What follows belongs to an exercise in optimizing a design on an open flow for small area, a short achievable clock period and few clock cycles; a production flow would make more cautious choices.
Only simulation tests tie the RTL to the original design; equivalence was not proved.
Power is estimated from default activity; no workload was simulated.

// lrtf_tick_scheduler_top
module lrtf_tick_scheduler_top #(
    parameter int MAX_PROCESSES = 16
) (
    input  logic                           clk,
    input  logic                           rst_n,
    input  logic                           s_tvalid,
    output logic                           s_tready,
    input  logic [lrtf_pkg::IN_W-1:0]      s_tdata,
    input  logic [lrtf_pkg::CMD_W-1:0]     s_tuser,
    output logic                           m_tvalid,
    input  logic                           m_tready,
    output logic [lrtf_pkg::OUT_W-1:0]     m_tdata,
    output logic [lrtf_pkg::STATUS_W-1:0]  m_tuser
);
==> flow/config.mk <==
export PLATFORM = sky130hd
export DESIGN_NAME = lrtf_tick_scheduler_top
export DESIGN_NICKNAME = lrtf_tick_scheduler_top
export VERILOG_FILES = /design/flow/design.v
export SDC_FILE = /design/flow/constraint.sdc
export NUM_CORES = 4
export LEC_CHECK = 0
export CAP_MARGIN = 20
export CORE_MARGIN = 2
export CORE_UTILIZATION = 55
export CTS_CLUSTER_DIAMETER = 60
export CTS_CLUSTER_SIZE = 25
export PLACE_DENSITY = 0.7
export SETUP_SLACK_MARGIN = 1.75
export SLEW_MARGIN = 20
export SYNTH_HIERARCHICAL = 1
==> flow/constraint.sdc <==
create_clock -name core_clock -period 6.0 [get_ports {clk}]
set_input_delay 1.2000 -clock core_clock [delete_from_list [all_inputs] [get_ports {clk}]]
set_output_delay 1.2000 -clock core_clock [all_outputs]
set_load 0.01 [all_outputs]
run.sh (not shown) runs the stock make flow with config.mk's settings and CLKGATE_MAP_FILE= SYNTH_SCRIPT=/design/flow/synth_recipe.tcl, a recipe that flattens the netlist after the stock synthesis.
The first run completed without violations.
Testbench counts at the start, summed over its fixed seeds: cycles 8,386.
==> next run, changes <==
--- a/flow/config.mk
+++ b/flow/config.mk
@@ -11,2 +11,3 @@
-export CTS_CLUSTER_DIAMETER = 60
-export CTS_CLUSTER_SIZE = 25
+export CTS_BUF_LIST = sky130_fd_sc_hd__clkbuf_8
+export CTS_CLUSTER_DIAMETER = 50
+export CTS_CLUSTER_SIZE = 18
@@ -14 +15 @@
-export SETUP_SLACK_MARGIN = 1.75
+export SETUP_SLACK_MARGIN = 1.5
What happened: The new run ran to the end with no violations. Combinational power fell by a few percent. Global-route usage fell by 0.73 points. Final cell count fell slightly. Setup slack is worse by 0.13 ns. Routed wire length fell by a few percent. Clock-buffer cell count rose by 34. Sequential share of layout area rose by 1.6 points. Register-to-register slack is worse by 0.13 ns. Via count fell slightly. Flip-flop and latch count stays the same. Design area fell by a few percent.
==> next run, changes <==
--- a/flow/config.mk
+++ b/flow/config.mk
@@ -11,4 +11,2 @@
-export CTS_BUF_LIST = sky130_fd_sc_hd__clkbuf_8
-export CTS_CLUSTER_DIAMETER = 50
-export CTS_CLUSTER_SIZE = 18
-export PLACE_DENSITY = 0.7
+export CTS_CLUSTER_DIAMETER = 60
+export CTS_CLUSTER_SIZE = 25
What happened: The changed run went through all stages and came out clean; count of clock-buffer cells in the layout shrinks by 16; sequential share of layout area shrinks by 0.47 points; global-route usage shrinks by 0.10 points; final cell count shrinks by 0.79%; setup slack loses 0.027 ns; total power grows by 2.9%; die area stays the same.


Another version of the RTL of lrtf_tick_scheduler_top (not shown whole).
Size in the first run: about 6900 cells after synthesis, ~79000 um^2 of cells after synthesis.
export LEC_CHECK = 0
export CAP_MARGIN = 20
export CORE_MARGIN = 2
export CORE_UTILIZATION = 55
export CTS_CLUSTER_DIAMETER = 60
export CTS_CLUSTER_SIZE = 25
export PLACE_DENSITY = 0.7
export SETUP_SLACK_MARGIN = 1.5
export SLEW_MARGIN = 20
export SYNTH_HIERARCHICAL = 1
create_clock -name core_clock -period 6.0 [get_ports {clk}]
Testbench counts at the start, summed over its fixed seeds: cycles 8,386.
Then changed:
--- a/flow/config.mk
+++ b/flow/config.mk
@@ -10,4 +10,5 @@
 export CORE_UTILIZATION = 55
-export CTS_CLUSTER_DIAMETER = 60
-export CTS_CLUSTER_SIZE = 25
+export CTS_BUF_LIST = sky130_fd_sc_hd__clkbuf_8
+export CTS_CLUSTER_DIAMETER = 50
+export CTS_CLUSTER_SIZE = 18
 export PLACE_DENSITY = 0.7
=>
- clock skew went up by 14 ps
- synthesized cell count does not change
- count of clock-buffer cells in the layout went up by 10
- cell area went down by 1.2%
- synthesized area stays the same
- routed wire length went up by 0.37%
- clock power went down by 21%
- total power went down by 4.9%

==> static timing again, ports no longer ideal <==
Ports are ideal in the flow. The routed layouts listed here were re-timed in OpenROAD. Step 1 sets driving cells, clkbuf_16 on the clock port and buf_2 on the other inputs (assumed; they add their load-dependent delay and slew). Step 2 moves the port delays by t, midway between the first and last clock arrival at a register: inputs arrive t later, outputs are due t later. That takes back most of the time a late clock gives input paths. Slacks: ideal / step 1 / step 2; pairs: ideal / step 1.
| run | t, ns | setup WS [ns] | latest minus earliest clock arrival (ns) | worst slew at a driven data input, ns | pins driven straight from the clock port |
|---|---|---|---|---|---|
| the first run of note 1 | 0.877 | 1.543 / 1.543 / 1.278 | 0.047 / 0.047 | 0.11 | 1 |
| the second run of note 1 | 1.034 | 1.418 / 1.333 / 1.418 | 0.074 / 0.074 | 0.14 | 1 |
| the third run of note 1 | 0.869 | 1.391 / 1.338 / 1.362 | 0.045 / 0.045 | 0.07 | 1 |
| the first run of note 2 | 0.883 | 1.289 / 1.289 / 1.289 | 0.044 / 0.043 | 0.10 | 1 |
| the second run of note 2 | 1.034 | 1.217 / 1.217 / 1.217 | 0.058 / 0.057 | 0.10 | 1 |
After both steps every run listed still meets setup and hold. The setup slack of the first run of note 1, which loses most, moves by 0.000 ns with the drivers and by -0.265 ns with both steps.
